Background: an optimization exercise with open tools, aiming at small area, a short achievable clock period and few clock cycles per item. Do not read the settings as production practice. The RTL was checked by simulation tests, not by an equivalence proof against the original design. Power is estimated from default activity; no workload was simulated.

==> job 7298: inputs <==
## mult_16x16
module mult_16x16 (
  input  logic        clk,
  input  logic        rst_n,
  input  logic        in_valid,
  output logic        in_ready,
  input  logic [15:0] in_a,
  input  logic [15:0] in_b,
  output logic        out_valid,
  input  logic        out_ready,
  output logic [31:0] out_product
);
Settings: LEC_CHECK=0, CAP_MARGIN=20, CORE_MARGIN=2, CORE_UTILIZATION=70, CTS_BUF_LIST=sky130_fd_sc_hd__clkbuf_4 sky130_fd_sc_hd__clkbuf_8, SETUP_SLACK_MARGIN=1.6, SLEW_MARGIN=20; clock period 4.0 ns.
standard.sh (not shown) runs the stock make flow with config.mk's settings and CLKGATE_MAP_FILE= SYNTH_SCRIPT=/design/flow/synth_recipe.tcl, a recipe that flattens the netlist after the stock synthesis.
==> flow/flow/run.sh <==
#!/bin/bash
set -euo pipefail
extra=()
if [[ -f flow/extra.mk ]]; then
  while read -r line; do [[ -n "$line" && "$line" != \#* ]] && extra+=("$line"); done < flow/extra.mk
fi
res=orfs/results/${FLOW_PLATFORM:-sky130hd}/mult_16x16/base
bash standard.sh SYNTH_ARGS=-noabc "${extra[@]}" synth > synth_flow.log 2>&1
cp $res/1_2_yosys.v synth_netlist.v
cp synth_netlist.v nor_netlist.v
python3 flow/nor_pp.py nor_netlist.v > nor_pp.log 2>&1
cat > nor_equiv.ys <<EOY
read_liberty -ignore_miss_func $FLOW_HOME/platforms/sky130hd/lib/sky130_fd_sc_hd__tt_025C_1v80.lib
read_verilog synth_netlist.v
rename $FLOW_TOP gold
read_verilog nor_netlist.v
rename $FLOW_TOP gate
flatten
opt_clean -purge
equiv_make gold gate eq
hierarchy -top eq
equiv_simple -seq 2
equiv_induct -seq 2
equiv_status -assert
EOY
if yosys -q nor_equiv.ys > nor_equiv.log 2>&1; then
  echo "equivalent: using nor_netlist.v" >> nor_pp.log
  cp nor_netlist.v $res/1_2_yosys.v
  rm -f $res/1_synth.odb $res/1_synth.sdc
  bash standard.sh SYNTH_ARGS=-noabc "${extra[@]}" synth > synth_odb_flow.log 2>&1
else
  echo "not proven equivalent: keeping the synthesized netlist" >> nor_pp.log
fi
bash standard.sh SYNTH_ARGS=-noabc "${extra[@]}" finish > standard_flow.log 2>&1
==> flow/flow/nor_pp.py <==
#!/usr/bin/env python3
"""Rewrite the synthesized netlist so each partial product in_a[i] & in_b[j] is a nor2 of the
inverted operands (one inverter per operand bit) instead of an and2: the same function, with a
smaller and faster cell per product.  Buffers that only fed rewritten and2s are dropped.
usage: nor_pp.py NETLIST (rewritten in place)"""
import re, sys

path = sys.argv[1]
txt = open(path).read()
cell_re = re.compile(r'^(\s*)(sky130_fd_sc_hd__\w+)\s+(\S+)\s*\((.*?)\);\n', re.S | re.M)
pin_re = re.compile(r'\.(\w+)\(\s*(.*?)\s*\)(?=\s*,|\s*$)', re.S)

cells = []
for m in cell_re.finditer(txt):
    pins = dict((p, n.strip()) for p, n in pin_re.findall(m.group(4)))
    cells.append(dict(start=m.start(), end=m.end(), typ=m.group(2), name=m.group(3), pins=pins,
                      indent=m.group(1)))

def is_buf(t):
    return re.match(r'sky130_fd_sc_hd__(clk)?buf_\d+$', t) is not None

pi_re = re.compile(r'^(in_a|in_b)\[(\d+)\]$')
# net -> PI bit, through buffers
src = {}
for c in cells:
    if is_buf(c['typ']):
        pass
changed = True
bufs = [c for c in cells if is_buf(c['typ'])]
def resolve(n):
    if pi_re.match(n):
        return n
    return src.get(n)
while changed:
    changed = False
    for c in bufs:
        o = c['pins'].get('X')
        if o in src:
            continue
        r = resolve(c['pins'].get('A', ''))
        if r:
            src[o] = r
            changed = True

loads = {}
for c in cells:
    for p, n in c['pins'].items():
        if p not in ('X', 'Y', 'Q', 'SUM', 'COUT', 'HI', 'LO'):
            loads.setdefault(n, []).append(c)

invs = {}
def inv_of(pi):
    m = pi_re.match(pi)
    nm = f'norpp_n{m.group(1)[-1]}{m.group(2)}'
    invs[pi] = nm
    return nm

rewritten = 0
for c in cells:
    if not re.match(r'sky130_fd_sc_hd__and2_\d+$', c['typ']):
        continue
    a = resolve(c['pins']['A'])
    b = resolve(c['pins']['B'])
    if not a or not b:
        continue
    c['new'] = (f"{c['indent']}sky130_fd_sc_hd__nor2_1 {c['name']} (\n"
                f"    .A({inv_of(a)}),\n    .B({inv_of(b)}),\n    .Y({c['pins']['X']})\n  );\n")
    c['dropped_inputs'] = [c['pins']['A'], c['pins']['B']]
    rewritten += 1

# drop buffers left without loads (repeat through chains)
def live_loads(n):
    return [l for l in loads.get(n, []) if 'new' not in l and not l.get('drop')]
port_re = re.compile(r'^\s*output\b.*?;', re.M)
outputs = set()
for m in re.finditer(r'^\s*output\s+(\[[^\]]*\]\s*)?([^;]+);', txt, re.M):
    for n in m.group(2).split(','):
        outputs.add(n.strip())
changed = True
dropped = 0
while changed:
    changed = False
    for c in bufs:
        if c.get('drop'):
            continue
        o = c['pins']['X']
        base = re.sub(r'\[\d+\]$', '', o)
        if o in outputs or base in outputs:
            continue
        if not live_loads(o):
            c['drop'] = True
            dropped += 1
            changed = True

out = []
pos = 0
first = None
for c in cells:
    out.append(txt[pos:c['start']])
    if first is None:
        first = len(out)
    if 'new' in c:
        out.append(c['new'])
    elif c.get('drop'):
        pass
    else:
        out.append(txt[c['start']:c['end']])
    pos = c['end']
out.append(txt[pos:])
decl = ''.join(f'  wire {n};\n' for n in sorted(invs.values()))
inst = ''.join(f'  sky130_fd_sc_hd__inv_1 {n}_inv (\n    .A({pi}),\n    .Y({n})\n  );\n'
               for pi, n in sorted(invs.items()))
out.insert(first, decl + inst)
open(path, 'w').write(''.join(out))
print(f'nor_pp: {rewritten} and2 -> nor2, {len(invs)} inverters, {dropped} buffers dropped')
==> job 7292: changes against job 7298 <==
==> flow/flow/run.sh (replaced) <==
#!/bin/bash
# Own flow: the standard layout (standard.sh), with Yosys's synth run with -noabc so the
# pre-mapping "abc -fast" pass does not run before ORFS extracts full/half adders (it leaves
# the adders with inverted polarity and an inverter on most adder-to-adder nets). The rest of
# synthesis (-nofsm -noshare via synth_recipe.tcl, flatten, rename) and every later step are the
# standard ones. Each tool's output goes to a log file in the work folder.
set -euo pipefail
extra=()
if [[ -f flow/extra.mk ]]; then
  while read -r line; do [[ -n "$line" && "$line" != \#* ]] && extra+=("$line"); done < flow/extra.mk
fi
bash standard.sh SYNTH_ARGS=-noabc "${extra[@]}" finish > standard_flow.log 2>&1
- ABC_AREA: unset -> 1
- CORE_UTILIZATION: 70 -> 60
removed: flow/flow/nor_pp.py
==> job 2207: changes against job 7298 <==
- CORE_UTILIZATION: 70 -> 60
==> summary.txt <==
- Job 7292 finished clean. Job 2207 completed with no timing, DRC or antenna violations. Job 7298 aborted during 5_1_grt, error DPL-0038.
- Against job 7292, the worst setup slack of job 2207 is lower by 0.094 ns.
- Of job 2207 and job 7292, job 2207 has the higher total power (gap 5.4%, measured against job 7292).
- Against job 7292, the wire length of job 2207 is higher by about 30%.
- Clock-buffer cell count is the same in job 7292 and job 2207.
- Against job 7292, the final area of job 2207 is larger by 5.4%.
- Against job 7292, the clock power of job 2207 is larger by about 5%.
- In job 7298 the synthesized cell count is lower than in job 7292, by 31%.
==> figures <==
                                                                          job 2207                 job 7292                   job 7298
Total length of routed met3 wires                                          5670 um                  3360 um                          -
Result of the run                                          complete, no violations  complete, no violations  aborted with a tool error
Stage where the flow stopped                                                     -                        -                    5_1_grt
Post-route antenna net violation count                                           0                        0                          -
Buffer count excluding the clock tree in the final layout                      239                      177                          -
Cell occurring most often along the worst timing path        sky130_fd_sc_hd__fa_2    sky130_fd_sc_hd__fa_2                          -
Number of inserted filler cells in the final layout                            815                     1537                          -
Power dissipated in the clock network                                      1.37 mW                  1.30 mW                          -
Die Y                                                                       149 um                   156 um                     138 um
Syn avg cell area                                                        14.2 um^2                10.9 um^2                  14.2 um^2
Critical Path Stages                                                             8                        5                          -
Max Transition Viols Final                                                       0                        0                          -
Layout-to-synthesis area ratio                                              1.399x                   1.198x                          -
Core occupancy in the finished layout                                        86.2%                    73.3%                          -
Setup slack after layout                                                   1.38 ns                  1.47 ns                          -
Worst hold path stage count                                                      0                        0                          -
Dpl cell area                                                           13900 um^2               15100 um^2                 13800 um^2
Testbench counts of job 7298, summed over its fixed seeds: cycles 32,024, items 32,000.
Testbench counts of job 7292, summed over its fixed seeds: cycles 32,024, items 32,000.
Testbench counts of job 2207, summed over its fixed seeds: cycles 32,024, items 32,000.

## static timing again, ports no longer ideal
Ports are ideal in the flow. The routed layouts listed here were re-timed in OpenROAD. Step 1 sets driving cells, clkbuf_16 on the clock port and buf_2 on the other inputs (assumed; they add their load-dependent delay and slew). Step 2 times the ports against the registers' clock, not the clock port: input delays grow and output delays shrink by t, the midpoint of the rising clock arrivals with the driver on. Three values: ideal, step 1, step 2; two values: the first two.
run | shift t [ns] | setup WS [ns] | slew at the worst register clock pin (ns) | worst data-port slew with drivers (ns)
job 7292 | 0.518 | 1.469 / 1.469 / 1.081 | 0.12 / 0.12 | 0.04
job 2207 | 0.502 | 1.376 / 1.347 / 0.845 | 0.12 / 0.12 | 0.08
After both steps setup and hold are still met in every run listed. For job 2207, which loses most, drivers alone change the setup slack by -0.029 ns; drivers and shift together by -0.531 ns.
